Background: an optimization exercise with open tools, aiming at small area and a short achievable clock period. Do not read the settings as production practice.
Function was not checked in any run shown here: the RTL went through the layout flow alone.
Power figures rest on the tool's default switching activity, not on a simulated workload.

==> flow/flow/run.sh <==
#!/bin/bash
# Layout: the standard flow (standard.sh), with the port buffers that
# global placement inserts made plain buf_2 cells instead of the delay buffers
# the resizer picks by default.  make's full output goes to standard.log; each
# ORFS step also keeps its own log under orfs/logs/.
set -euo pipefail
export BUFFER_PORTS_ARGS="-buffer_cell sky130_fd_sc_hd__buf_2"
bash standard.sh > standard.log 2>&1
==> flow/standard.sh <==
#!/bin/bash
# synth_recipe.tcl (not shown) runs the flow's synth.tcl, then flattens the netlist and writes it again
# the make line also repeats each setting of config.mk as NAME=value (left out here)
make -C /OpenROAD-flow-scripts/flow DESIGN_CONFIG=/design/flow/config.mk WORK_HOME=/design/flow/orfs CLKGATE_MAP_FILE= SYNTH_SCRIPT=/design/flow/synth_recipe.tcl "${@:-finish}"
==> flow/config.mk <==
export PLATFORM = sky130hd
export DESIGN_NAME = mac_array_2x2
export DESIGN_NICKNAME = mac_array_2x2
export VERILOG_FILES = /design/flow/design.v
export SDC_FILE = /design/flow/constraint.sdc
export NUM_CORES = 4
export LEC_CHECK = 0
export CAP_MARGIN = 20
export CORE_MARGIN = 2
export CORE_UTILIZATION = 40
export SETUP_SLACK_MARGIN = 2.0
export SLEW_MARGIN = 20
==> flow/constraint.sdc <==
create_clock -name core_clock -period 6.5 [get_ports {clk}]
set_input_delay 1.3000 -clock core_clock [delete_from_list [all_inputs] [get_ports {clk}]]
set_output_delay 1.3000 -clock core_clock [all_outputs]
set_load 0.01 [all_outputs]
==> flow/design.v <==
package mac_pkg;
  localparam int DATA_W = 8;
  localparam int ACC_W  = 32;
  typedef logic signed [DATA_W-1:0] operand_t;
  typedef logic signed [ACC_W-1:0]  acc_t;
  typedef operand_t operand_arr_t [2][2];
  typedef acc_t     acc_arr_t     [2][2];
endpackage
module mac_pe
#(
  parameter int DATA_W = mac_pkg::DATA_W,
  parameter int ACC_W  = mac_pkg::ACC_W
) (
  input  logic                     clk,
  input  logic                     rst_n,
  input  logic                     en,
  input  logic                     clear,
  input  logic signed [DATA_W-1:0] a,
  input  logic signed [DATA_W-1:0] b,
  output logic signed [ACC_W-1:0]  acc
);
  logic [15:0] h_r;
  logic [3:0] s_r;
  logic        cl_r;
  logic [12:0] r0_r;
  logic [11:0] r1_r;
  wire g151 = r0_r[0] & r1_r[0];
  wire g152 = r0_r[1] & r1_r[1];
  wire g153 = r0_r[2] & r1_r[2];
  wire g154 = r0_r[3] & r1_r[3];
  wire g155 = r0_r[4] & r1_r[4];
  wire g156 = r0_r[5] & r1_r[5];
  wire g157 = r0_r[6] & r1_r[6];
  wire g158 = r0_r[7] & r1_r[7];
  wire g159 = r0_r[8] & r1_r[8];
  wire g160 = r0_r[9] & r1_r[9];
  wire g161 = r0_r[10] & r1_r[10];
  wire g162 = r0_r[11] & r1_r[11];
  wire p163 = r0_r[0] ^ r1_r[0];
  wire p164 = r0_r[1] ^ r1_r[1];
  wire p165 = r0_r[2] ^ r1_r[2];
  wire p166 = r0_r[3] ^ r1_r[3];
  wire p167 = r0_r[4] ^ r1_r[4];
  wire p168 = r0_r[5] ^ r1_r[5];
  wire p169 = r0_r[6] ^ r1_r[6];
  wire p170 = r0_r[7] ^ r1_r[7];
  wire p171 = r0_r[8] ^ r1_r[8];
  wire p172 = r0_r[9] ^ r1_r[9];
  wire p173 = r0_r[10] ^ r1_r[10];
  wire p174 = r0_r[11] ^ r1_r[11];
  wire G175 = g151 | (p163 & cl_r);
  wire P176 = p163 & 1'b0;
  wire G177 = g152 | (p164 & g151);
  wire P178 = p164 & p163;
  wire G179 = g153 | (p165 & g152);
  wire P180 = p165 & p164;
  wire G181 = g154 | (p166 & g153);
  wire P182 = p166 & p165;
  wire G183 = g155 | (p167 & g154);
  wire P184 = p167 & p166;
  wire G185 = g156 | (p168 & g155);
  wire P186 = p168 & p167;
  wire G187 = g157 | (p169 & g156);
  wire P188 = p169 & p168;
  wire G189 = g158 | (p170 & g157);
  wire P190 = p170 & p169;
  wire G191 = g159 | (p171 & g158);
  wire P192 = p171 & p170;
  wire G193 = g160 | (p172 & g159);
  wire P194 = p172 & p171;
  wire G195 = g161 | (p173 & g160);
  wire P196 = p173 & p172;
  wire G197 = g162 | (p174 & g161);
  wire P198 = p174 & p173;
  wire G199 = G177 | (P178 & cl_r);
  wire P200 = P178 & 1'b0;
  wire G201 = G179 | (P180 & G175);
  wire P202 = P180 & P176;
  wire G203 = G181 | (P182 & G177);
  wire P204 = P182 & P178;
  wire G205 = G183 | (P184 & G179);
  wire P206 = P184 & P180;
  wire G207 = G185 | (P186 & G181);
  wire P208 = P186 & P182;
  wire G209 = G187 | (P188 & G183);
  wire P210 = P188 & P184;
  wire G211 = G189 | (P190 & G185);
  wire P212 = P190 & P186;
  wire G213 = G191 | (P192 & G187);
  wire P214 = P192 & P188;
  wire G215 = G193 | (P194 & G189);
  wire P216 = P194 & P190;
  wire G217 = G195 | (P196 & G191);
  wire P218 = P196 & P192;
  wire G219 = G197 | (P198 & G193);
  wire P220 = P198 & P194;
  wire G221 = G203 | (P204 & cl_r);
  wire P222 = P204 & 1'b0;
  wire G223 = G205 | (P206 & G175);
  wire P224 = P206 & P176;
  wire G225 = G207 | (P208 & G199);
  wire P226 = P208 & P200;
  wire G227 = G209 | (P210 & G201);
  wire P228 = P210 & P202;
  wire G229 = G211 | (P212 & G203);
  wire P230 = P212 & P204;
  wire G231 = G213 | (P214 & G205);
  wire P232 = P214 & P206;
  wire G233 = G215 | (P216 & G207);
  wire P234 = P216 & P208;
  wire G235 = G217 | (P218 & G209);
  wire P236 = P218 & P210;
  wire G237 = G219 | (P220 & G211);
  wire P238 = P220 & P212;
  wire G239 = G229 | (P230 & cl_r);
  wire P240 = P230 & 1'b0;
  wire G241 = G231 | (P232 & G175);
  wire P242 = P232 & P176;
  wire G243 = G233 | (P234 & G199);
  wire P244 = P234 & P200;
  wire G245 = G235 | (P236 & G201);
  wire P246 = P236 & P202;
  wire G247 = G237 | (P238 & G221);
  wire P248 = P238 & P222;
  wire sum249 = p163 ^ cl_r;
  wire sum250 = p164 ^ G175;
  wire sum251 = p165 ^ G199;
  wire sum252 = p166 ^ G201;
  wire sum253 = p167 ^ G221;
  wire sum254 = p168 ^ G223;
  wire sum255 = p169 ^ G225;
  wire sum256 = p170 ^ G227;
  wire sum257 = p171 ^ G239;
  wire sum258 = p172 ^ G241;
  wire sum259 = p173 ^ G243;
  wire sum260 = p174 ^ G245;
  wire [15:0] lo_v = {sum260, sum259, sum258, sum257, sum256, sum255, sum254, sum253, sum252, sum251, sum250, sum249, s_r[3], s_r[2], s_r[1], s_r[0]};
  wire [15:0] h_m1 = h_r - 16'd1;
  wire [15:0] h_p1 = h_r + 16'd1;
  wire [15:0] hi_c0 = r0_r[12] ? h_r : h_m1;
  wire [15:0] hi_c1 = r0_r[12] ? h_p1 : h_r;
  wire [15:0] hi_v = G247 ? hi_c1 : hi_c0;
  wire [31:0] acc_v = {hi_v, lo_v};
  wire [7:0] ag = a & {8{en}};
  wire pp1 = (ag[0] & b[0]);
  wire pp2 = (ag[0] & b[1]);
  wire pp3 = (ag[0] & b[2]);
  wire pp4 = (ag[0] & b[3]);
  wire pp5 = (ag[0] & b[4]);
  wire pp6 = (ag[0] & b[5]);
  wire pp7 = (ag[0] & b[6]);
  wire pp8 = ~(ag[0] & b[7]);
  wire pp9 = (ag[1] & b[0]);
  wire pp10 = (ag[1] & b[1]);
  wire pp11 = (ag[1] & b[2]);
  wire pp12 = (ag[1] & b[3]);
  wire pp13 = (ag[1] & b[4]);
  wire pp14 = (ag[1] & b[5]);
  wire pp15 = (ag[1] & b[6]);
  wire pp16 = ~(ag[1] & b[7]);
  wire pp17 = (ag[2] & b[0]);
  wire pp18 = (ag[2] & b[1]);
  wire pp19 = (ag[2] & b[2]);
  wire pp20 = (ag[2] & b[3]);
  wire pp21 = (ag[2] & b[4]);
  wire pp22 = (ag[2] & b[5]);
  wire pp23 = (ag[2] & b[6]);
  wire pp24 = ~(ag[2] & b[7]);
  wire pp25 = (ag[3] & b[0]);
  wire pp26 = (ag[3] & b[1]);
  wire pp27 = (ag[3] & b[2]);
  wire pp28 = (ag[3] & b[3]);
  wire pp29 = (ag[3] & b[4]);
  wire pp30 = (ag[3] & b[5]);
  wire pp31 = (ag[3] & b[6]);
  wire pp32 = ~(ag[3] & b[7]);
  wire pp33 = (ag[4] & b[0]);
  wire pp34 = (ag[4] & b[1]);
  wire pp35 = (ag[4] & b[2]);
  wire pp36 = (ag[4] & b[3]);
  wire pp37 = (ag[4] & b[4]);
  wire pp38 = (ag[4] & b[5]);
  wire pp39 = (ag[4] & b[6]);
  wire pp40 = ~(ag[4] & b[7]);
  wire pp41 = (ag[5] & b[0]);
  wire pp42 = (ag[5] & b[1]);
  wire pp43 = (ag[5] & b[2]);
  wire pp44 = (ag[5] & b[3]);
  wire pp45 = (ag[5] & b[4]);
  wire pp46 = (ag[5] & b[5]);
  wire pp47 = (ag[5] & b[6]);
  wire pp48 = ~(ag[5] & b[7]);
  wire pp49 = (ag[6] & b[0]);
  wire pp50 = (ag[6] & b[1]);
  wire pp51 = (ag[6] & b[2]);
  wire pp52 = (ag[6] & b[3]);
  wire pp53 = (ag[6] & b[4]);
  wire pp54 = (ag[6] & b[5]);
  wire pp55 = (ag[6] & b[6]);
  wire pp56 = ~(ag[6] & b[7]);
  wire pp57 = ~(ag[7] & b[0]);
  wire pp58 = ~(ag[7] & b[1]);
  wire pp59 = ~(ag[7] & b[2]);
  wire pp60 = ~(ag[7] & b[3]);
  wire pp61 = ~(ag[7] & b[4]);
  wire pp62 = ~(ag[7] & b[5]);
  wire pp63 = ~(ag[7] & b[6]);
  wire pp64 = (ag[7] & b[7]);
  wire s65 = pp6 ^ pp13;
  wire c66 = pp6 & pp13;
  wire s67, c67;
  assign {c67, s67} = pp7 + pp14 + pp21;
  wire s68 = pp28 ^ pp35;
  wire c69 = pp28 & pp35;
  wire s70, c70;
  assign {c70, s70} = pp8 + pp15 + pp22;
  wire s71, c71;
  assign {c71, s71} = pp29 + pp36 + pp43;
  wire s72 = pp50 ^ pp57;
  wire c73 = pp50 & pp57;
  wire s74 = ~(pp16 ^ pp23);
  wire c75 = pp16 | pp23;
  wire s76, c76;
  assign {c76, s76} = pp30 + pp37 + pp44;
  wire s77, c77;
  assign {c77, s77} = pp51 + pp58 + lo_v[8];
  wire s78, c78;
  assign {c78, s78} = pp24 + pp31 + pp38;
  wire s79, c79;
  assign {c79, s79} = pp45 + pp52 + pp59;
  wire s80, c80;
  assign {c80, s80} = pp32 + pp39 + pp46;
  wire s81 = pp4 ^ pp11;
  wire c82 = pp4 & pp11;
  wire s83, c83;
  assign {c83, s83} = pp5 + pp12 + pp19;
  wire s84 = pp26 ^ pp33;
  wire c85 = pp26 & pp33;
  wire s86, c86;
  assign {c86, s86} = pp20 + pp27 + pp34;
  wire s87, c87;
  assign {c87, s87} = pp41 + s65 + lo_v[5];
  wire s88, c88;
  assign {c88, s88} = pp42 + pp49 + c66;
  wire s89, c89;
  assign {c89, s89} = s68 + s67 + lo_v[6];
  wire s90, c90;
  assign {c90, s90} = c69 + s72 + c67;
  wire s91, c91;
  assign {c91, s91} = s70 + s71 + lo_v[7];
  wire s92, c92;
  assign {c92, s92} = c73 + c70 + c71;
  wire s93, c93;
  assign {c93, s93} = s74 + s76 + s77;
  wire s94, c94;
  assign {c94, s94} = c75 + c76 + s78;
  wire s95, c95;
  assign {c95, s95} = s79 + lo_v[9] + c77;
  wire s96, c96;
  assign {c96, s96} = pp53 + pp60 + c78;
  wire s97, c97;
  assign {c97, s97} = c79 + s80 + lo_v[10];
  wire s98, c98;
  assign {c98, s98} = pp40 + pp47 + pp54;
  wire s99, c99;
  assign {c99, s99} = pp61 + c80 + lo_v[11];
  wire s100, c100;
  assign {c100, s100} = pp48 + pp55 + pp62;
  wire s101 = pp3 ^ pp10;
  wire c102 = pp3 & pp10;
  wire s103, c103;
  assign {c103, s103} = pp18 + pp25 + s81;
  wire s104, c104;
  assign {c104, s104} = c82 + s84 + s83;
  wire s105, c105;
  assign {c105, s105} = c85 + c83 + s86;
  wire s106, c106;
  assign {c106, s106} = c86 + s88 + c87;
  wire s107, c107;
  assign {c107, s107} = c88 + s90 + c89;
  wire s108, c108;
  assign {c108, s108} = c90 + s92 + c91;
  wire s109, c109;
  assign {c109, s109} = c92 + s94 + s95;
  wire s110, c110;
  assign {c110, s110} = s96 + c94 + s97;
  wire s111, c111;
  assign {c111, s111} = s98 + c96 + c97;
  wire s112, c112;
  assign {c112, s112} = c98 + s100 + lo_v[12];
  wire s113, c113;
  assign {c113, s113} = pp56 + pp63 + c100;
  wire s114 = pp2 ^ pp9;
  wire c115 = pp2 & pp9;
  wire s116, c116;
  assign {c116, s116} = pp17 + s101 + lo_v[2];
  wire s117, c117;
  assign {c117, s117} = c102 + lo_v[3] + s103;
  wire s118, c118;
  assign {c118, s118} = c103 + lo_v[4] + s104;
  wire s119, c119;
  assign {c119, s119} = c104 + s105 + s87;
  wire s120, c120;
  assign {c120, s120} = c105 + s89 + s106;
  wire s121, c121;
  assign {c121, s121} = s91 + c106 + s107;
  wire s122, c122;
  assign {c122, s122} = c107 + s108 + s93;
  wire s123, c123;
  assign {c123, s123} = c108 + c93 + s109;
  wire s124, c124;
  assign {c124, s124} = c95 + s110 + c109;
  wire s125, c125;
  assign {c125, s125} = s99 + s111 + c110;
  wire s126, c126;
  assign {c126, s126} = c99 + s112 + c111;
  wire s127, c127;
  assign {c127, s127} = lo_v[13] + s113 + c112;
  wire s128, c128;
  assign {c128, s128} = pp64 + lo_v[14] + c113;
  wire s129 = ~lo_v[15];
  wire g130 = pp1 & lo_v[0];
  wire g131 = lo_v[1] & s114;
  wire g132 = s116 & c115;
  wire g133 = s117 & c116;
  wire p134 = pp1 ^ lo_v[0];
  wire p135 = lo_v[1] ^ s114;
  wire p136 = s116 ^ c115;
  wire p137 = s117 ^ c116;
  wire G138 = g131 | (p135 & g130);
  wire P139 = p135 & p134;
  wire G140 = g132 | (p136 & g131);
  wire P141 = p136 & p135;
  wire G142 = g133 | (p137 & g132);
  wire P143 = p137 & p136;
  wire G144 = G140 | (P141 & g130);
  wire P145 = P141 & p134;
  wire G146 = G142 | (P143 & G138);
  wire P147 = P143 & P139;
  wire sum148 = p135 ^ g130;
  wire sum149 = p136 ^ G138;
  wire sum150 = p137 ^ G144;
  wire [3:0] s_n = {sum150, sum149, sum148, p134};
  wire cl_n = G146;
  wire [12:0] r0_n = {lo_v[15], s129, s128, s127, s126, s125, s124, s123, s122, s121, s120, s119, s118};
  wire [11:0] r1_n = {c128, c127, c126, c125, c124, c123, c122, c121, c120, c119, c118, c117};
  always_ff @(posedge clk) begin
    if (!rst_n || clear) begin
      h_r  <= '0;
      s_r  <= '0;
      cl_r <= 1'b0;
      r0_r <= 13'b1000000000000;
      r1_r <= '0;
    end else begin
      h_r  <= hi_v;
      s_r  <= s_n;
      cl_r <= cl_n;
      r0_r <= r0_n;
      r1_r <= r1_n;
    end
  end
  assign acc = acc_v;
endmodule
module mac_array_2x2
#(
  parameter int DATA_W = mac_pkg::DATA_W,
  parameter int ACC_W  = mac_pkg::ACC_W
) (
  input  logic                  clk,
  input  logic                  rst_n,
  input  logic                  en,
  input  logic                  clear,
  input  logic [4*DATA_W-1:0]   a,
  input  logic [4*DATA_W-1:0]   b,
  output logic [4*ACC_W-1:0]    acc
);
  for (genvar gi = 0; gi < 2; gi++) begin : g_row
    for (genvar gj = 0; gj < 2; gj++) begin : g_col
      mac_pe #(
        .DATA_W (DATA_W),
        .ACC_W  (ACC_W)
      ) u_pe (
        .clk   (clk),
        .rst_n (rst_n),
        .en    (en),
        .clear (clear),
        .a     (a[(2*gi+gj)*DATA_W +: DATA_W]),
        .b     (b[(2*gi+gj)*DATA_W +: DATA_W]),
        .acc   (acc[(2*gi+gj)*ACC_W +: ACC_W])
      );
    end
  end
endmodule
==> results.toml, run 1 <==
[outcome]
status = "timing/DRC/antenna clean"

[timing]
finalClockSkew_ns = 0.0135
hold_viol_final = 0
worst_pin_slew_ns = 0.781
tns_ns = 0
period_needed_ns = 4.42
rsz0062_at_grt = "yes"
fmax_mhz = 226
slew_headroom_pct = 47.9
period_share_pct = 67.9
setup_viol = 0
finalMaxSlewViolations = 0
fin_ws_ns = 2.08

[synthesis]
synth_edf_count = 0
ys_seq_area_share_pct = 21.8
synth_compound_area_share_pct = 5.25
syn_nets = 2224
syn_inst = 1852
synth_cell_types = 60
synthSimpleGateAreaFrac_pct = 22.8
synthAdderAreaFrac_pct = 31.3
ys.flop_type = "dfxtp_1"
syn_area_sq_um = 16900
yosys_register_bits = 184
synth-xor-area-share_pct = 5.79
async_flop_share_pct = 0
ys_warn_count = 1
syn_area_per_cell_sq_um = 9.14
synthMuxAreaShare_pct = 3.80
synth_top_family_by_area = "adder cells"

[setup_path]
cp_max_fo = 4
crit_arrival_ns = 3.12
cp.required_ns = 5.20
cp_slowest_cell = "or4b_4"
cp.buffers_inverters = 2
critical_path_class = "reg2out"
critPathCaptureType = "output pin"
path_cells = "inv_4 -> ha_4 -> or4b_4 -> or3_4 -> or2_4 -> or4_1 -> mux2i_1 -> xor2_1 -> buf_2"
start_kind = "flop"
crit_family = "simple AND/OR/NAND/NOR gates"
cp_slowest_stage_delay_ns = 0.46

[die]
io_pins = 196
coreArea_sq_um = 41900
num_rows = 75
die_h_microns = 210
dieArea_sq_um = 44000
chipWidth_microns = 210
initial_core_util_pct = 40.5

[drt]
vias_per_cell = 5.12
drt_iter0_drc = 517
routed_wl_microns = 40700
drc = 0
wire_per_inst_microns = 16.0
via_count = 13000
antenna_left = 0
first_pass_iters = 5

[final_layout]
post-route-util_pct = 45.6
nNetsFinal = 2357
area_delta_synth_final_pct = 12.8
n_fill_cell = 4116
drive_above_1_share_pct = 15.7

[power]
vdd_drop_max_v = 0.000221
leakage_nw = 9.77
switching_share_pct = 40.2
seqPwrFrac_pct = 28.5
p_switching_mw = 1.95
internal-power_mw = 2.90
power_density_nw_per_um2 = 254
combinationalPowerShare_pct = 49.2
p_clk_share_pct = 22.2

[clock_network]
cts_tree = "done"
cts.path.max_buffers = 2
clk_latency_ns = 0.49
root_buffer = "clkbuf_16"
cts.sinks = 184
cts_buffers = 17
clkTransAtPathRegs_ns = 0.07
h-tree-depth = 4

[global_routing]
grt_pass1_vias = 13700
antenna_found_initial = 5
grt_pass1_wl_microns = 68400
grt_max_degree = 149
grt_util_all_layers_pct = 19.6
overflow = 0

[job]
maxCapViolCount = 0

[worst_hold_path]
min_path_type = "reg2reg"

[placed_design]
port_buffers = 195
place_ws_ns = 1.58
place.gp.congestion = 0.862
dpl.hpwl_microns = 30800
## power groups by stage
stage                     sequential (mW)  combinational, mW  clock (mW)
final                                1.38               2.39        1.08
after global routing                 1.40               2.78        1.16
after CTS                            1.38               2.40        1.12
after detailed placement             1.41               2.37           0
after global placement               1.41               2.32           0
after floorplan                      1.38               1.83           0
## area by class of cell
type                            count  area [sq um]  share of cell area, %
Antenna cell                        3          7.51                 0.0393
Clock buffer                       22           474                   2.48
Clock inverter                     10           119                  0.623
Inverter                          256           963                   5.05
Multi-Input combinational cell   1301         11900                   62.4
Sequential cell                   184          3690                   19.3
Tap cell                          539           674                   3.53
Timing Repair Buffer              225          1250                   6.56
## state kept, by name, summed over array words and instances (netlist names)
signal	count
g_row.g_col.u_pe.cl_r	4
g_row.g_col.u_pe.h_r	64
g_row.g_col.u_pe.r1_r	48
g_row.g_col.u_pe.s_r	16
g_row.g_col.u_pe.r0_r	52
## cells in the mapped netlist (all sizes together) (55+ instances only)
cell      n  area share [%]
nand2    56             1.2
ha      104             7.7
nand3    82             2.4
xnor2    60             3.1
dfxtp   184              22
clkbuf   55             1.2
fa      200              24
nor2     77             1.7
inv     256             5.7
mux2i    62             3.7
and3    199             7.4
buf      56             2.4
and2    141             5.2
## final timing paths
kind | startpoint | end | slack [ns] | cells past startpoint
min | g_row[1].g_col[0].u_pe.h_r[15] | g_row[1].g_col[0].u_pe.h_r[15] | 0.49 | 2
min reg2reg | g_row[1].g_col[0].u_pe.h_r[15] | g_row[1].g_col[0].u_pe.h_r[15] | 0.49 | 2
max | g_row[0].g_col[0].u_pe.h_r[1] | acc[28] | 2.08 | 9
max reg2reg | g_row[0].g_col[0].u_pe.r1_r[0] | g_row[0].g_col[0].u_pe.r0_r[5] | 2.74 | 12
## what timing repair did
item | 4_1_cts | 5_1_grt
buffers inserted | 7 | 13
pin swaps | 3 | 17
hold buffers | 0 | 0
cloned | 1 | 0
gates resized for setup | 19 | 40
setup endpoints to repair | 29 | 60
## kinds of logic (layout without fill, tap and decap cells)
| family | count (synthesis) | count (layout) |
|---|---|---|
| DFF | 184 | 184 |
| and+or+nand+nor | 679 | 679 |
| buffers and inverters | 367 | 513 |
| muxes | 64 | 64 |
| AOI/OAI and AO/OA | 142 | 142 |
| adders and majority gates | 304 | 304 |
| other | 0 | 3 |
| xor gates and xnor gates | 112 | 112 |
## through the flow
step / area (sq um) / total power, mW / cells / hold slack (ns)
global placement: 18100 / 3.73 / 2484 / 0.469
detailed placement: 18100 / 3.78 / 2484 / 0.483
global route: 19100 / 5.35 / 2538 / 0.526
finish: 19100 / 4.85 / 2540 / 0.487
CTS: 18800 / 4.90 / 2524 / 0.494
floorplan: 16900 / 3.21 / 1852 / 0.458
## routing by layer
layer / vias up / routed length, microns / track usage, %
li1: 6273 / - / -
met1: 6414 / 18200 / 24.7
met2: 251 / 19600 / 32.5
met3: 55 / 2040 / 5.01
met4: 4 / 881 / 6.90
met5: - / 27 / 0
## cells in the final DEF, fill, tap and decap left out, drive strengths merged, types with 7 or more instances in the layout
cell type	Yosys	routed
dfxtp	184	184
a21o	21	21
mux2i	62	62
o21ai	33	33
nand3	82	82
nor4	12	12
or3	10	10
fa	200	200
buf	56	225
clkbuf	55	22
nor2b	7	7
nand2b	25	25
and2	141	141
or4	14	14
or2	11	11
and3	199	199
xor2	52	52
xnor2	60	60
nand2	56	56
nand4	13	13
nor2	77	77
a21oi	46	46
inv	256	257
nor3	17	17
ha	104	104
## worst reg2reg max path, delay by kind of cell (launching register included)
| family | cells | cell delay (ns) |
|---|---|---|
| adders and majority gates | 5 | 2.17 |
| AOI/OAI and AO/OA | 3 | 0.68 |
| DFF | 1 | 0.32 |
| xor gates and xnor gates | 1 | 0.18 |
| buffers and inverters | 2 | 0.17 |
| and+or+nand+nor | 1 | 0.14 |
==> run 2, diff against run 1 <==
--- a/flow/config.mk
+++ b/flow/config.mk
@@ -9,4 +9,4 @@
 export CORE_MARGIN = 2
 export CORE_UTILIZATION = 40
-export SETUP_SLACK_MARGIN = 2.0
+export SETUP_SLACK_MARGIN = 2.2
 export SLEW_MARGIN = 20
==> results.toml, run 2 <==
[synthesis]
syn_area_per_cell_sq_um = 9.14
ys.flop_type = "dfxtp_1"
syn_area_sq_um = 16900
ys_seq_area_share_pct = 21.8
syn_nets = 2224
ys_top_cells_by_count = "inv_1 (256), fa_1 (200), and3_1 (199)"
async_flop_share_pct = 0
synth_top_family_by_area = "adder cells"
yosys_register_bits = 184
ys_warn_count = 1
synth_top_area_cell = "fa_1"
synthSimpleGateAreaFrac_pct = 22.8
synthAdderAreaFrac_pct = 31.3
syn_inst = 1852
synth_edf_count = 0
ys_top_cells_by_area = "fa_1 (24%), dfxtp_1 (22%), ha_1 (7.7%)"
yosysTopAreaCellShare_pct = 23.6
synth-xor-area-share_pct = 5.79
yosysMostFrequentCell = "inv_1"
synthMuxAreaShare_pct = 3.80
synth_cell_types = 60
synth_compound_area_share_pct = 5.25

[final_layout]
largest_reg_flops = 64
final_common_cell = "inv_1"
mostFrequentLayoutCells = "inv_1 (254), and3_1 (199), fa_1 (199), buf_2 (194), dfxtp_1 (171)"
nNetsFinal = 2371
largest_register = "g_row.g_col.u_pe.h_r"
area_delta_synth_final_pct = 15.8
fin_cells = 2552
reg_top3 = "g_row.g_col.u_pe.h_r: 64 flops, g_row.g_col.u_pe.r0_r: 52 flops, g_row.g_col.u_pe.r1_r: 48 flops"
drive_above_1_share_pct = 18.3

[outcome]
status = "timing/DRC/antenna clean"

[clock_network]
cts_tree = "done"
clkTransAtPathRegs_ns = 0.07
clk_latency_ns = 0.47
cts.path.max_buffers = 2
cts_buffers = 17
cts_hold_buffers = 0
cts.sinks = 184
root_buffer = "clkbuf_16"
h-tree-depth = 4

[setup_path]
cp.required_ns = 5.20
crit_path_end = "acc[60]"
regToRegSetupSlack_ns = 2.74
critPathCaptureType = "output pin"
cp_max_fo = 6
path_cells = "ha_4 -> a21oi_2 -> o211ai_1 -> or3b_4 -> a32oi_4 -> buf_6 -> mux2i_1 -> xor2_1 -> buf_2"
cp_slowest_stage_delay_ns = 0.48
reg2regPathDepth = 12
reg2reg_from = "g_row[0].g_col[0].u_pe.r1_r[0]"
crit_path_start = "g_row[0].g_col[1].u_pe.r0_r[0]"
r2r-end = "g_row[0].g_col[0].u_pe.r0_r[5]"
crit_arrival_ns = 3.07
critical_path_class = "reg2out"
cp_slowest_cell = "or3b_4"
start_kind = "flop"

[global_routing]
grt_pass1_wl_microns = 70100
grt_pass1_vias = 13900
antenna_found_initial = 4
grt_util_all_layers_pct = 19.9
overflow = 0
grt_max_degree = 100

[power]
power_density_nw_per_um2 = 255
vdd_drop_max_v = 0.000231
leakage_nw = 9.87

[die]
chipWidth_microns = 210
initial_core_util_pct = 40.5
coreArea_sq_um = 41900
dieArea_sq_um = 44000
num_rows = 75
die_h_microns = 210
io_pins = 196

[drt]
drt_iter0_drc = 608
first_pass_iters = 5
antenna_left = 0
via_count = 13000
routed_wl_microns = 41500
vias_per_cell = 5.11
drc = 0
wire_per_inst_microns = 16.3

[placed_design]
dpl.hpwl_microns = 31200
port_buffers = 195
dp_cells = 2484
place.gp.congestion = 0.845

[timing]
period_needed_ns = 4.37
hold_viol_final = 0
rsz0062_at_grt = "yes"
slew_headroom_pct = 46.9
finalMaxSlewViolations = 0
setup_viol = 0
finalClockSkew_ns = 0.0116
tns_ns = 0
fmax_mhz = 229
holdWs_ns = 0.495
period_share_pct = 67.2
worst_pin_slew_ns = 0.797

[job]
maxCapViolCount = 0

[worst_hold_path]
min_path_type = "reg2reg"
[run 2: area by class of cell]
cell class                 instances  area, sq um
inverter                         256          963
clock buffer                      20          447
tap                              539          674
fill                            4009        22300
sequential                       184         3710
clock inverter                    12          185
antenna                            1         2.50
timing repair buffer             239         1410
multi-input combinational       1301        12200
[run 2: metal layers]
metal	share of wire [%]	track usage, %
met1	44	25.9
met2	49	33.6
met3	5.4	4.16
met4	1.3	5.31
met5	0.077	0
[run 2: stage by stage]
| step | setup slack (ns) | instance area (sq um) | power (mW) | util [%] |
|---|---|---|---|---|
| 6_report | 2.13 | 19600 | 5.00 | 46.8 |
| 5_1_grt | 2.02 | 19600 | 5.52 | 46.8 |
| 4_1_cts | 2.07 | 19200 | 5.04 | 45.9 |
| 3_5_place_dp | 1.54 | 18100 | 3.76 | 43.2 |
| 3_3_place_gp | 1.62 | 18100 | 3.72 | 43.2 |
| 2_1_floorplan | 2.23 | 16900 | 3.21 | - |
[run 2: cells by family (layout without fill, tap and decap cells)]
group / Yosys count / after routing
other cells: 0 / 1
flops: 184 / 184
simple gates: 679 / 679
xor+xnor: 112 / 112
fa+ha+maj: 304 / 304
compound gates: 142 / 142
buf+inv: 367 / 527
mux: 64 / 64
[run 2: worst min path at each step]
| stage | start | end | cells after the start |
|---|---|---|---|
| 6_report | g_row[1].g_col[0].u_pe.h_r[15] | g_row[1].g_col[0].u_pe.h_r[15] | 2 |
| 5_1_grt | g_row[1].g_col[0].u_pe.h_r[15] | g_row[1].g_col[0].u_pe.h_r[15] | 2 |
| 4_1_cts | g_row[1].g_col[0].u_pe.h_r[15] | g_row[1].g_col[0].u_pe.h_r[15] | 2 |
| 3_5_place_dp | g_row[1].g_col[0].u_pe.h_r[15] | g_row[1].g_col[0].u_pe.h_r[15] | 2 |
| 3_3_place_gp | g_row[1].g_col[0].u_pe.h_r[15] | g_row[1].g_col[0].u_pe.h_r[15] | 2 |
| 2_1_floorplan | g_row[1].g_col[0].u_pe.h_r[15] | g_row[1].g_col[0].u_pe.h_r[15] | 2 |
[run 2: critical path: cells and delay by family, from the launching register on]
kind,cells,cell delay [ns]
AOI/OAI and AO/OA,3,0.66
xor gates and xnor gates,1,0.23
adders and majority gates,1,0.26
buffers and inverters,2,0.37
DFF,1,0.36
muxes,1,0.24
and+or+nand+nor,1,0.48
[run 2: timing repair]
| action | in CTS | in global routing |
|---|---|---|
| gates resized for setup | 67 | 53 |
| pin swaps | 22 | 34 |
| setup buffers | 20 | 13 |
| hold endpoints to repair | 0 | 0 |
| endpoints found under the setup margin | 59 | 56 |
| cloned | 1 | 1 |
[run 2: power breakdown]
| part | switching (mW) | leakage [nW] | internal, mW |
|---|---|---|---|
| Sequential | 0.100 | 1.51 | 1.29 |
| Combinational | 1.39 | 8.05 | 1.06 |
| Clock | 0.498 | 0.312 | 0.661 |
==> run 3, diff against run 2 <==
--- a/flow/config.mk
+++ b/flow/config.mk
@@ -9,4 +9,4 @@
 export CORE_MARGIN = 2
 export CORE_UTILIZATION = 40
-export SETUP_SLACK_MARGIN = 2.2
+export SETUP_SLACK_MARGIN = 1.8
 export SLEW_MARGIN = 20
==> results.toml, run 3 <==
[die]
io_pins = 196
chipWidth_microns = 210
die_h_microns = 210
coreArea_sq_um = 41900
dieArea_sq_um = 44000
num_rows = 75
initial_core_util_pct = 40.5

[worst_hold_path]
min_path_type = "reg2reg"

[final_layout]
mostFrequentLayoutCells = "inv_1 (256), fa_1 (200), and3_1 (199), buf_2 (194), dfxtp_1 (184)"
n_fill_cell = 4087
largest_register = "g_row.g_col.u_pe.h_r"
largest_reg_flops = 64
post-route-util_pct = 45.0
drive_above_1_share_pct = 13.5
final_common_cell = "inv_1"
nNetsFinal = 2338
reg_top3 = "g_row.g_col.u_pe.h_r: 64 flops, g_row.g_col.u_pe.r0_r: 52 flops, g_row.g_col.u_pe.r1_r: 48 flops"
area_delta_synth_final_pct = 11.3

[timing]
tns_ns = 0
setup_viol = 0
slew_headroom_pct = 36.5
worst_pin_slew_ns = 0.953
finalClockSkew_ns = 0.00950
hold_viol_final = 0
rsz0062_at_grt = "no"
period_needed_ns = 4.47
fmax_mhz = 224
holdWs_ns = 0.488
finalMaxSlewViolations = 0
period_share_pct = 68.7

[clock_network]
clkTransAtPathRegs_ns = 0.07
root_buffer = "clkbuf_16"
cts_buffers = 17
cts_hold_buffers = 0
h-tree-depth = 4
clk_latency_ns = 0.49
cts_tree = "done"
cts.path.max_buffers = 2
cts.sinks = 184

[synthesis]
ys_top_cells_by_area = "fa_1 (24%), dfxtp_1 (22%), ha_1 (7.7%)"
yosysMostFrequentCell = "inv_1"
ys.flop_type = "dfxtp_1"
yosysTopAreaCellShare_pct = 23.6
synth_top_area_cell = "fa_1"
syn_area_sq_um = 16900
syn_inst = 1852
yosys_register_bits = 184
ys_seq_area_share_pct = 21.8
synth_edf_count = 0
ys_warn_count = 1
async_flop_share_pct = 0
syn_area_per_cell_sq_um = 9.14
syn_nets = 2224
ys_top_cells_by_count = "inv_1 (256), fa_1 (200), and3_1 (199)"
synth_cell_types = 60

[power]
power_density_nw_per_um2 = 259
vdd_drop_max_v = 0.000210
leakage_nw = 9.68

[setup_path]
critPathCaptureType = "output pin"
cp_slowest_stage_delay_ns = 0.46
cp_slowest_cell = "or4_1"
start_kind = "flop"
cp.required_ns = 5.20
cp_max_fo = 6
cp.buffers_inverters = 2
critical_path_class = "reg2out"
path_cells = "inv_1 -> ha_1 -> or4b_1 -> or3_1 -> or2_4 -> or4_1 -> mux2i_1 -> xor2_1 -> buf_2"
crit_family = "simple AND/OR/NAND/NOR gates"
crit_arrival_ns = 3.17

[global_routing]
grt_pass1_wl_microns = 67100
antenna_found_initial = 6
overflow = 0
grt_util_all_layers_pct = 19.3
grt_pass1_vias = 13500
grt_max_degree = 125

[drt]
routed_wl_microns = 39500
drt_iter0_drc = 596
first_pass_iters = 5
via_count = 12900
vias_per_cell = 5.11
wire_per_inst_microns = 15.7
antenna_left = 0
drc = 0

[placed_design]
port_buffers = 195
place.gp.congestion = 0.852
dpl.hpwl_microns = 30800

[job]
maxCapViolCount = 0

[outcome]
status = "timing/DRC/antenna clean"
==> run 3: changes by cell type in the layout (fill, tap and decap cells not counted), moves of 8 or more <==
cell / change
ha_4: -12
mux2i_1: +13
dfxtp_1: +13
ha_1: +13
dfxtp_2: -8
buf_4: -26
mux2i_2: -8
==> run 3: area by class of cell <==
| cell class | count | area, sq um | share of cell area (%) |
|---|---|---|---|
| diodes | 2 | 5.00 | 0.0266 |
| multi-input cells | 1301 | 11800 | 62.4 |
| inverters | 256 | 961 | 5.10 |
| flip-flops and latches | 184 | 3680 | 19.6 |
| clock buffers | 21 | 460 | 2.44 |
| well taps | 539 | 674 | 3.58 |
| clock inverters | 10 | 193 | 1.02 |
| repair buffers | 206 | 1100 | 5.85 |
==> run 3: repair_timing <==
item	CTS	global route
gates cloned	0	0
setup endpoints to repair	19	22
setup buffers	2	0
pin swaps	1	1
gates resized for setup	2	12
==> run 3: cells by family after synthesis <==
logic type | count (synthesis) | synth area share [%]
flip-flops | 184 | 21.8
adder cells (fa/ha/maj) | 304 | 31.3
XOR/XNOR | 112 | 5.79
buffers and inverters | 367 | 9.30
AO/OA/AOI/OAI | 142 | 5.25
multiplexers | 64 | 3.80
AND/OR/NAND/NOR | 679 | 22.8
==> run 3: path summary, 6_finish.rpt <==
path / start / end / slack (ns) / cells past startpoint
worst max-delay path: g_row[0].g_col[0].u_pe.h_r[1] / acc[28] / 2.03 / 9
worst min-delay path: g_row[1].g_col[0].u_pe.h_r[15] / g_row[1].g_col[0].u_pe.h_r[15] / 0.49 / 2
worst max register to register: g_row[0].g_col[0].u_pe.r1_r[0] / g_row[0].g_col[0].u_pe.r0_r[5] / 2.68 / 12
worst min register to register: g_row[1].g_col[0].u_pe.h_r[15] / g_row[1].g_col[0].u_pe.h_r[15] / 0.49 / 2
==> run 3: tightest hold or removal path: stages, from the launching register on <==
cell and delay, ns:
dfxtp_1 0.33, nand2_1 0.06, mux2i_1 0.06
==> run 3: per-layer routing <==
metal,vias to the layer above,share of wire (%),global-route usage [%]
met5,-,0.12,0
met4,8,1.9,6.31
met3,49,5.7,5.00
met2,264,48,32.4
met1,6330,45,24.2
li1,6231,-,-
==> run 3: stage by stage <==
stage / power, mW / instance area (sq um) / setup WS, ns / cells
2_1_floorplan: 3.21 / 16900 / 1.96 / 1852
3_3_place_gp: 3.69 / 18100 / 1.60 / 2484
3_5_place_dp: 3.75 / 18100 / 1.55 / 2484
4_1_cts: 4.97 / 18800 / 1.74 / 2517
5_1_grt: 5.39 / 18800 / 1.82 / 2517
6_report: 4.87 / 18800 / 2.03 / 2519
==> run 3: where the power goes <==
part / switching [mW] / internal (mW) / total, mW
combinational: 1.34 / 0.970 / 2.31
sequential: 0.0844 / 1.29 / 1.38
clock: 0.481 / 0.702 / 1.18
==> run 4, diff against run 3 <==
==> flow/flow/run.sh (replaced) <==
#!/bin/bash
# Layout: the standard flow (standard.sh), with the port buffers that
# global placement inserts made plain buf_1 cells (the resizer sizes them up
# where timing needs it) instead of the delay buffers the resizer picks by
# default.  make's full output goes to standard.log; each ORFS step also keeps
# its own log under orfs/logs/.
set -euo pipefail
export BUFFER_PORTS_ARGS="-buffer_cell sky130_fd_sc_hd__buf_1"
bash standard.sh > standard.log 2>&1
--- a/flow/config.mk
+++ b/flow/config.mk
@@ -9,4 +9,4 @@
 export CORE_MARGIN = 2
 export CORE_UTILIZATION = 40
-export SETUP_SLACK_MARGIN = 1.8
+export SETUP_SLACK_MARGIN = 2.0
 export SLEW_MARGIN = 20
==> results.toml, run 4 <==
[clock_network]
cts_tree = "done"
cts.sinks = 184
clk_latency_ns = 0.49
clkTransAtPathRegs_ns = 0.07
h-tree-depth = 4
cts.path.max_buffers = 2
root_buffer = "clkbuf_16"
cts_buffers = 17
cts_hold_buffers = 0

[synthesis]
yosysMostFrequentCell = "inv_1"
syn_inst = 1852
ys_warn_count = 1
yosysTopAreaCellShare_pct = 23.6
synth_cell_types = 60
synth_top_area_cell = "fa_1"
syn_area_sq_um = 16900
syn_area_per_cell_sq_um = 9.14
syn_nets = 2224
ys.flop_type = "dfxtp_1"
ys_top_cells_by_count = "inv_1 (256), fa_1 (200), and3_1 (199)"
synth_edf_count = 0
async_flop_share_pct = 0
ys_seq_area_share_pct = 21.8
yosys_register_bits = 184
ys_top_cells_by_area = "fa_1 (24%), dfxtp_1 (22%), ha_1 (7.7%)"

[placed_design]
dpl.hpwl_microns = 30900
port_buffers = 195
dp_cells = 2484
place.gp.congestion = 0.891

[final_layout]
largest_register = "g_row.g_col.u_pe.h_r"
area_delta_synth_final_pct = 10.8
n_antenna_cell = 0
drive_above_1_share_pct = 5.32
mostFrequentLayoutCells = "inv_1 (256), fa_1 (200), and3_1 (199), buf_1 (189), dfxtp_1 (180)"
final_common_cell = "inv_1"
largest_reg_flops = 64
nNetsFinal = 2351
fin_cells = 2531
reg_top3 = "g_row.g_col.u_pe.h_r: 64 flops, g_row.g_col.u_pe.r0_r: 52 flops, g_row.g_col.u_pe.r1_r: 48 flops"

[drt]
antenna_left = 0
drt_iter0_drc = 493
vias_per_cell = 5.12
drc = 0
wire_per_inst_microns = 15.9
routed_wl_microns = 40400
via_count = 13000
first_pass_iters = 4

[timing]
period_share_pct = 67.9
tns_ns = 0
hold_viol_final = 0
finalMaxSlewViolations = 0
slew_headroom_pct = 47.2
setup_viol = 0
holdWs_ns = 0.485
worst_pin_slew_ns = 0.791
period_needed_ns = 4.41
fmax_mhz = 227
rsz0062_at_grt = "yes"
finalClockSkew_ns = 0.0133

[setup_path]
cp_max_fo = 6
critical_path_class = "reg2out"
crit_arrival_ns = 3.11
critPathCaptureType = "output pin"
cp.required_ns = 5.20
start_kind = "flop"

[job]
maxCapViolCount = 0

[power]
vdd_drop_max_v = 0.000251
power_density_nw_per_um2 = 255
leakage_nw = 9.09

[worst_hold_path]
min_path_type = "reg2reg"

[die]
initial_core_util_pct = 40.5
io_pins = 196
coreArea_sq_um = 41900
dieArea_sq_um = 44000
chipWidth_microns = 210
die_h_microns = 210
num_rows = 75

[global_routing]
grt_util_all_layers_pct = 19.3
grt_max_degree = 89
overflow = 0
grt_pass1_vias = 13500
antenna_found_initial = 3
grt_pass1_wl_microns = 67200

[outcome]
status = "timing/DRC/antenna clean"
## run 4: cell counts after synthesis
Identical to the previous run, type by type.
## run 4: final cells by class
class	instances	area (sq um)
fillers	4114	23100
multi-input cells	1301	11900
flip-flops and latches	184	3690
repair buffers	219	983
inverters	256	961
well taps	539	674
clock buffers	18	429
clock inverters	14	171
## run 4: kinds of logic (layout without fill, tap and decap cells)
logic type      after synthesis  count (layout)  synth area share (%)
simple gates                679             679                  22.8
buf+inv                     367             507                  9.30
fa+ha+maj                   304             304                  31.3
flops                       184             184                  21.8
compound gates              142             142                  5.25
xor+xnor                    112             112                  5.79
mux                          64              64                  3.80
## run 4: path summary, 6_finish.rpt
path	from	end	slack (ns)	cells past startpoint
setup / recovery	g_row[1].g_col[1].u_pe.r0_r[12]	acc[127]	2.09	7
hold / removal	g_row[1].g_col[0].u_pe.h_r[15]	g_row[1].g_col[0].u_pe.h_r[15]	0.49	2
setup reg to reg	g_row[0].g_col[0].u_pe.r1_r[0]	g_row[0].g_col[0].u_pe.r0_r[5]	2.78	12
hold reg to reg	g_row[1].g_col[0].u_pe.h_r[15]	g_row[1].g_col[0].u_pe.h_r[15]	0.49	2
## run 4: through the flow
step	util, %	setup slack, ns	total power, mW	cell area (sq um)
floorplan	-	2.02	3.21	16900
global placement	42.6	1.66	3.64	17800
detailed placement	42.6	1.59	3.70	17800
CTS	44.4	2.00	4.85	18600
global route	44.8	1.97	5.28	18800
finish	44.8	2.09	4.78	18800
## run 4: routing by layer
layer  GRT usage, %  up-vias  routed length [microns]
met5              0        -                       41
met1           23.7     6416                    17600
met3           4.98       50                     2280
li1               -     6251                        -
met2           33.0      242                    19800
met4           6.51        6                      681
## run 4: repair_timing
item | 4_1_cts | 5_1_grt
endpoints found under the setup margin | 33 | 55
resized for setup | 21 | 25
gates cloned | 0 | 0
buffers inserted | 7 | 7
pin swaps | 6 | 10
endpoints found under the hold margin | 0 | 0
## run 4: critical path, cell delays in order, from the launching register on
cell and delay (ns):
dfxtp_4 0.38, or4_4 0.53, or2_4 0.26, or4_4 0.43, or3b_1 0.40, mux2i_2 0.24
xor2_1 0.22, buf_2 0.16
## run 4: power by group
part | leakage (nW) | internal [mW] | switching, mW
Clock | 0.299 | 0.607 | 0.502
Combinational | 7.29 | 0.929 | 1.36
Sequential | 1.50 | 1.29 | 0.0887
==> run 5, diff against run 4 <==
--- a/flow/design.v
+++ b/flow/design.v
@@ -210,11 +210,11 @@
   wire c66 = pp6 & pp13;
   wire s67, c67;
-  assign {c67, s67} = pp7 + pp14 + pp21;
+  mac_fa u_fa67 (.x(pp7), .y(pp14), .z(pp21), .s(s67), .c(c67));
   wire s68 = pp28 ^ pp35;
   wire c69 = pp28 & pp35;
   wire s70, c70;
-  assign {c70, s70} = pp8 + pp15 + pp22;
+  mac_fa u_fa70 (.x(pp8), .y(pp15), .z(pp22), .s(s70), .c(c70));
   wire s71, c71;
-  assign {c71, s71} = pp29 + pp36 + pp43;
+  mac_fa u_fa71 (.x(pp29), .y(pp36), .z(pp43), .s(s71), .c(c71));
   wire s72 = pp50 ^ pp57;
   wire c73 = pp50 & pp57;
@@ -222,101 +222,101 @@
   wire c75 = pp16 | pp23;
   wire s76, c76;
-  assign {c76, s76} = pp30 + pp37 + pp44;
+  mac_fa u_fa76 (.x(pp30), .y(pp37), .z(pp44), .s(s76), .c(c76));
   wire s77, c77;
-  assign {c77, s77} = pp51 + pp58 + lo_v[8];
+  mac_fa u_fa77 (.x(pp51), .y(pp58), .z(lo_v[8]), .s(s77), .c(c77));
   wire s78, c78;
-  assign {c78, s78} = pp24 + pp31 + pp38;
+  mac_fa u_fa78 (.x(pp24), .y(pp31), .z(pp38), .s(s78), .c(c78));
   wire s79, c79;
-  assign {c79, s79} = pp45 + pp52 + pp59;
+  mac_fa u_fa79 (.x(pp45), .y(pp52), .z(pp59), .s(s79), .c(c79));
   wire s80, c80;
-  assign {c80, s80} = pp32 + pp39 + pp46;
+  mac_fa u_fa80 (.x(pp32), .y(pp39), .z(pp46), .s(s80), .c(c80));
   wire s81 = pp4 ^ pp11;
   wire c82 = pp4 & pp11;
   wire s83, c83;
-  assign {c83, s83} = pp5 + pp12 + pp19;
+  mac_fa u_fa83 (.x(pp5), .y(pp12), .z(pp19), .s(s83), .c(c83));
   wire s84 = pp26 ^ pp33;
   wire c85 = pp26 & pp33;
   wire s86, c86;
-  assign {c86, s86} = pp20 + pp27 + pp34;
+  mac_fa u_fa86 (.x(pp20), .y(pp27), .z(pp34), .s(s86), .c(c86));
   wire s87, c87;
-  assign {c87, s87} = pp41 + s65 + lo_v[5];
+  mac_fa u_fa87 (.x(pp41), .y(s65), .z(lo_v[5]), .s(s87), .c(c87));
   wire s88, c88;
-  assign {c88, s88} = pp42 + pp49 + c66;
+  mac_fa u_fa88 (.x(pp42), .y(pp49), .z(c66), .s(s88), .c(c88));
   wire s89, c89;
-  assign {c89, s89} = s68 + s67 + lo_v[6];
+  mac_fa u_fa89 (.x(s68), .y(s67), .z(lo_v[6]), .s(s89), .c(c89));
   wire s90, c90;
-  assign {c90, s90} = c69 + s72 + c67;
+  mac_fa u_fa90 (.x(c69), .y(s72), .z(c67), .s(s90), .c(c90));
   wire s91, c91;
-  assign {c91, s91} = s70 + s71 + lo_v[7];
+  mac_fa u_fa91 (.x(s70), .y(s71), .z(lo_v[7]), .s(s91), .c(c91));
   wire s92, c92;
-  assign {c92, s92} = c73 + c70 + c71;
+  mac_fa u_fa92 (.x(c73), .y(c70), .z(c71), .s(s92), .c(c92));
   wire s93, c93;
-  assign {c93, s93} = s74 + s76 + s77;
+  mac_fa u_fa93 (.x(s74), .y(s76), .z(s77), .s(s93), .c(c93));
   wire s94, c94;
-  assign {c94, s94} = c75 + c76 + s78;
+  mac_fa u_fa94 (.x(c75), .y(c76), .z(s78), .s(s94), .c(c94));
   wire s95, c95;
-  assign {c95, s95} = s79 + lo_v[9] + c77;
+  mac_fa u_fa95 (.x(s79), .y(lo_v[9]), .z(c77), .s(s95), .c(c95));
   wire s96, c96;
-  assign {c96, s96} = pp53 + pp60 + c78;
+  mac_fa u_fa96 (.x(pp53), .y(pp60), .z(c78), .s(s96), .c(c96));
   wire s97, c97;
-  assign {c97, s97} = c79 + s80 + lo_v[10];
+  mac_fa u_fa97 (.x(c79), .y(s80), .z(lo_v[10]), .s(s97), .c(c97));
   wire s98, c98;
-  assign {c98, s98} = pp40 + pp47 + pp54;
+  mac_fa u_fa98 (.x(pp40), .y(pp47), .z(pp54), .s(s98), .c(c98));
   wire s99, c99;
-  assign {c99, s99} = pp61 + c80 + lo_v[11];
+  mac_fa u_fa99 (.x(pp61), .y(c80), .z(lo_v[11]), .s(s99), .c(c99));
   wire s100, c100;
-  assign {c100, s100} = pp48 + pp55 + pp62;
+  mac_fa u_fa100 (.x(pp48), .y(pp55), .z(pp62), .s(s100), .c(c100));
   wire s101 = pp3 ^ pp10;
   wire c102 = pp3 & pp10;
   wire s103, c103;
-  assign {c103, s103} = pp18 + pp25 + s81;
+  mac_fa u_fa103 (.x(pp18), .y(pp25), .z(s81), .s(s103), .c(c103));
   wire s104, c104;
-  assign {c104, s104} = c82 + s84 + s83;
+  mac_fa u_fa104 (.x(c82), .y(s84), .z(s83), .s(s104), .c(c104));
   wire s105, c105;
-  assign {c105, s105} = c85 + c83 + s86;
+  mac_fa u_fa105 (.x(c85), .y(c83), .z(s86), .s(s105), .c(c105));
   wire s106, c106;
-  assign {c106, s106} = c86 + s88 + c87;
+  mac_fa u_fa106 (.x(c86), .y(s88), .z(c87), .s(s106), .c(c106));
   wire s107, c107;
-  assign {c107, s107} = c88 + s90 + c89;
+  mac_fa u_fa107 (.x(c88), .y(s90), .z(c89), .s(s107), .c(c107));
   wire s108, c108;
-  assign {c108, s108} = c90 + s92 + c91;
+  mac_fa u_fa108 (.x(c90), .y(s92), .z(c91), .s(s108), .c(c108));
   wire s109, c109;
-  assign {c109, s109} = c92 + s94 + s95;
+  mac_fa u_fa109 (.x(c92), .y(s94), .z(s95), .s(s109), .c(c109));
   wire s110, c110;
-  assign {c110, s110} = s96 + c94 + s97;
+  mac_fa u_fa110 (.x(s96), .y(c94), .z(s97), .s(s110), .c(c110));
   wire s111, c111;
-  assign {c111, s111} = s98 + c96 + c97;
+  mac_fa u_fa111 (.x(s98), .y(c96), .z(c97), .s(s111), .c(c111));
   wire s112, c112;
-  assign {c112, s112} = c98 + s100 + lo_v[12];
+  mac_fa u_fa112 (.x(c98), .y(s100), .z(lo_v[12]), .s(s112), .c(c112));
   wire s113, c113;
-  assign {c113, s113} = pp56 + pp63 + c100;
+  mac_fa u_fa113 (.x(pp56), .y(pp63), .z(c100), .s(s113), .c(c113));
   wire s114 = pp2 ^ pp9;
   wire c115 = pp2 & pp9;
   wire s116, c116;
-  assign {c116, s116} = pp17 + s101 + lo_v[2];
+  mac_fa u_fa116 (.x(pp17), .y(s101), .z(lo_v[2]), .s(s116), .c(c116));
   wire s117, c117;
-  assign {c117, s117} = c102 + lo_v[3] + s103;
+  mac_fa u_fa117 (.x(c102), .y(lo_v[3]), .z(s103), .s(s117), .c(c117));
   wire s118, c118;
-  assign {c118, s118} = c103 + lo_v[4] + s104;
+  mac_fa u_fa118 (.x(c103), .y(lo_v[4]), .z(s104), .s(s118), .c(c118));
   wire s119, c119;
-  assign {c119, s119} = c104 + s105 + s87;
+  mac_fa u_fa119 (.x(c104), .y(s105), .z(s87), .s(s119), .c(c119));
   wire s120, c120;
-  assign {c120, s120} = c105 + s89 + s106;
+  mac_fa u_fa120 (.x(c105), .y(s89), .z(s106), .s(s120), .c(c120));
   wire s121, c121;
-  assign {c121, s121} = s91 + c106 + s107;
+  mac_fa u_fa121 (.x(s91), .y(c106), .z(s107), .s(s121), .c(c121));
   wire s122, c122;
-  assign {c122, s122} = c107 + s108 + s93;
+  mac_fa u_fa122 (.x(c107), .y(s108), .z(s93), .s(s122), .c(c122));
   wire s123, c123;
-  assign {c123, s123} = c108 + c93 + s109;
+  mac_fa u_fa123 (.x(c108), .y(c93), .z(s109), .s(s123), .c(c123));
   wire s124, c124;
-  assign {c124, s124} = c95 + s110 + c109;
+  mac_fa u_fa124 (.x(c95), .y(s110), .z(c109), .s(s124), .c(c124));
   wire s125, c125;
-  assign {c125, s125} = s99 + s111 + c110;
+  mac_fa u_fa125 (.x(s99), .y(s111), .z(c110), .s(s125), .c(c125));
   wire s126, c126;
-  assign {c126, s126} = c99 + s112 + c111;
+  mac_fa u_fa126 (.x(c99), .y(s112), .z(c111), .s(s126), .c(c126));
   wire s127, c127;
-  assign {c127, s127} = lo_v[13] + s113 + c112;
+  mac_fa u_fa127 (.x(lo_v[13]), .y(s113), .z(c112), .s(s127), .c(c127));
   wire s128, c128;
-  assign {c128, s128} = pp64 + lo_v[14] + c113;
+  mac_fa u_fa128 (.x(pp64), .y(lo_v[14]), .z(c113), .s(s128), .c(c128));
   wire s129 = ~lo_v[15];
   wire g130 = pp1 & lo_v[0];
@@ -362,4 +362,13 @@
   assign acc = acc_v;
 endmodule
+module mac_fa (
+  input  logic x,
+  input  logic y,
+  input  logic z,
+  output logic s,
+  output logic c
+);
+  assign {c, s} = x + y + z;
+endmodule
 module mac_array_2x2
 #(
==> flow/flow/run.sh (replaced) <==
#!/bin/bash
# Layout: the standard flow (standard.sh), with the port buffers that
# global placement inserts made plain buf_2 cells instead of the delay buffers
# the resizer picks by default.  make's full output goes to standard.log; each
# ORFS step also keeps its own log under orfs/logs/.
set -euo pipefail
export BUFFER_PORTS_ARGS="-buffer_cell sky130_fd_sc_hd__buf_2"
bash standard.sh > standard.log 2>&1
--- a/flow/config.mk
+++ b/flow/config.mk
@@ -11,2 +11,4 @@
 export SETUP_SLACK_MARGIN = 2.0
 export SLEW_MARGIN = 20
+export SYNTH_HIERARCHICAL = 1
+export SYNTH_MINIMUM_KEEP_SIZE = 0
==> results.toml, run 5 <==
[setup_path]
reg2regPathDepth = 11
cp.required_ns = 5.20
cp_max_fo = 7
start_kind = "flop"
r2r-end = "g_row[1].g_col[1].u_pe.r0_r[6]"
critPathCaptureType = "output pin"
crit_arrival_ns = 3.05
critical_path_class = "reg2out"
reg2reg_from = "g_row[1].g_col[1].u_pe.r0_r[2]"
regToRegSetupSlack_ns = 2.82

[worst_hold_path]
min_path_type = "reg2reg"
min-delay-start = "g_row[1].g_col[1].u_pe.h_r[15]"
whs_endpoint = "g_row[1].g_col[1].u_pe.h_r[15]"
hold_depth = 2

[final_layout]
post-route-util_pct = 45.0
largest_reg_flops = 64
nNetsFinal = 2287
largest_register = "g_row.g_col.u_pe.h_r"
n_antenna_cell = 0
area_delta_synth_final_pct = 11.5
final_common_cell = "and3_1"
mostFrequentLayoutCells = "and3_1 (208), fa_1 (200), buf_2 (194), dfxtp_1 (184), nand2_1 (132)"
drive_above_1_share_pct = 16.1
reg_top3 = "g_row.g_col.u_pe.h_r: 64 flops, g_row.g_col.u_pe.r0_r: 52 flops, g_row.g_col.u_pe.r1_r: 48 flops"

[synthesis]
synth_cell_types = 45
syn_area_per_cell_sq_um = 9.57
ys_warn_count = 7
ys.flop_type = "dfxtp_1"
syn_nets = 2184
syn_inst = 1812
synth_top_area_cell = "fa_1"
syn_area_sq_um = 17300
yosysTopAreaCellShare_pct = 23.1
ys_top_cells_by_area = "fa_1 (23%), dfxtp_1 (21%), and3_1 (7.5%)"
yosys_register_bits = 184
ys_seq_area_share_pct = 21.2
ys_top_cells_by_count = "and3_1 (208), fa_1 (200), dfxtp_1 (184)"
async_flop_share_pct = 0
yosysMostFrequentCell = "and3_1"
synth_edf_count = 0

[timing]
hold_viol_final = 0
holdWs_ns = 0.482
setup_viol = 0
worst_pin_slew_ns = 0.894
period_share_pct = 67.0
slew_headroom_pct = 40.4
period_needed_ns = 4.35
finalClockSkew_ns = 0.0119
rsz0062_at_grt = "yes"
finalMaxSlewViolations = 0
tns_ns = 0
fmax_mhz = 230

[drt]
vias_per_cell = 5.28
routed_wl_microns = 40400
drc = 0
wire_per_inst_microns = 16.1
drt_iter0_drc = 792
first_pass_iters = 5
via_count = 13300
antenna_left = 0

[clock_network]
cts.sinks = 184
cts_tree = "done"
clkTransAtPathRegs_ns = 0.07
clk_latency_ns = 0.49
cts.path.max_buffers = 2
h-tree-depth = 4
cts_hold_buffers = 0
root_buffer = "clkbuf_16"
cts_buffers = 17

[power]
leakage_nw = 9.55
power_density_nw_per_um2 = 262
vdd_drop_max_v = 0.000157

[placed_design]
dpl.hpwl_microns = 31400
port_buffers = 195
place.gp.congestion = 0.867

[global_routing]
antenna_found_initial = 0
grt_pass1_vias = 13000
overflow = 0
grt_util_all_layers_pct = 18.6
grt_pass1_wl_microns = 66600
grt_max_degree = 119

[outcome]
status = "timing/DRC/antenna clean"

[die]
dieArea_sq_um = 45000
num_rows = 76
die_h_microns = 212
chipWidth_microns = 212
coreArea_sq_um = 43000
io_pins = 196
initial_core_util_pct = 40.4

[job]
maxCapViolCount = 0
[run 5: cell count changes in the layout (fill, tap and decap cells not counted), moves of 20 or more]
cell,previous run,this run
a21oi_1,45,72
and2_1,141,112
buf_1,189,0
buf_2,3,194
inv_1,256,32
nand2_1,56,132
nand2b_1,24,68
nand3_1,82,60
nor2_1,77,44
xor2_1,52,32
[run 5: logic make-up after synthesis]
family,count (synthesis),synth area share [%]
xor gates and xnor gates,108,5.63
and+or+nand+nor,760,24.9
AOI/OAI and AO/OA,212,8.45
muxes,72,4.15
adders and majority gates,304,30.6
DFF,184,21.2
buffers and inverters,172,5.05
[run 5: worst max path at each step]
stage,start,end
after global placement,en,g_row[0].g_col[0].u_pe.r0_r[4]
after floorplan,en,g_row[0].g_col[0].u_pe.r0_r[6]
after CTS,g_row[0].g_col[1].u_pe.r0_r[9],acc[56]
after detailed placement,en,g_row[0].g_col[0].u_pe.r0_r[4]
after global routing,g_row[0].g_col[1].u_pe.r0_r[9],acc[56]
final,g_row[0].g_col[1].u_pe.r0_r[9],acc[56]
[run 5: timing repair]
action	4_1_cts	5_1_grt
gates resized for setup	12	9
endpoints found under the setup margin	64	48
pin swaps	0	8
buffers inserted	0	20
[run 5: power by group]
group | internal [mW] | switching [mW]
Clock | 0.691 | 0.506
Combinational | 1.11 | 1.36
Sequential | 1.30 | 0.110
[run 5: cell type report]
type                    count  area (sq um)
fillers                  4190         23600
multi-input cells        1456         12900
flip-flops and latches    184          3680
repair buffers            224          1230
well taps                 585           732
clock buffers              17           425
clock inverters            15           236
inverters                  32           120
[run 5: through the flow]
stage	power [mW]	setup slack, ns	cell area [sq um]	std cells
2_1_floorplan	3.39	2.44	17300	1812
3_3_place_gp	3.86	1.82	18400	2459
3_5_place_dp	3.93	1.78	18400	2459
4_1_cts	5.17	1.94	19100	2491
5_1_grt	5.58	2.00	19300	2513
6_report	5.08	2.15	19300	2513
[run 5: metal layers]
| layer | share of wire (%) | GRT usage (%) |
|---|---|---|
| met5 | 0 | 0 |
| met1 | 46 | 24.3 |
| met3 | 3.7 | 3.41 |
| met2 | 48 | 30.7 |
| met4 | 2.3 | 6.78 |
[run 5: critical path, stage by stage, from the launching register on]
cell and delay [ns]:
dfxtp_1 0.31, ha_1 0.36, a21o_1 0.20, a21o_1 0.22, a221o_2 0.49, nor2_4 0.25
mux2i_1 0.34, xor2_1 0.24, buf_2 0.17

port drivers added, routing unchanged:
The results above use ideal ports. As a check the final layouts listed here were re-extracted and re-timed, cells and wires unchanged.
Step 1 (the two cells are an assumption about what drives the block):
set clk [get_ports {clk}]
set_driving_cell -lib_cell sky130_fd_sc_hd__clkbuf_16 $clk
set_driving_cell -lib_cell sky130_fd_sc_hd__buf_2 [delete_from_list [all_inputs] $clk]
Step 2 times the ports against the registers' clock, not the clock port: input delays grow and output delays shrink by t, the midpoint of the rising clock arrivals with the driver on.
Slacks: no drivers / after step 1 / after step 2; pairs: no drivers / after step 1.
| run | t, ns | slack for setup (ns) | cell pins on the clock port's net |
|---|---|---|---|
| run 1 | 0.536 | 2.083 / 2.029 / 1.776 | 1 |
| run 2 | 0.518 | 2.133 / 2.078 / 1.823 | 1 |
| run 3 | 0.540 | 2.035 / 1.978 / 1.531 | 1 |
| run 4 | 0.540 | 2.089 / 2.036 / 1.851 | 1 |
| run 5 | 0.532 | 2.146 / 2.096 / 1.764 | 1 |
After both steps setup and hold are still met in every run listed. The setup slack of run 3, which loses most, moves by -0.057 ns with the drivers and by -0.504 ns with both steps.
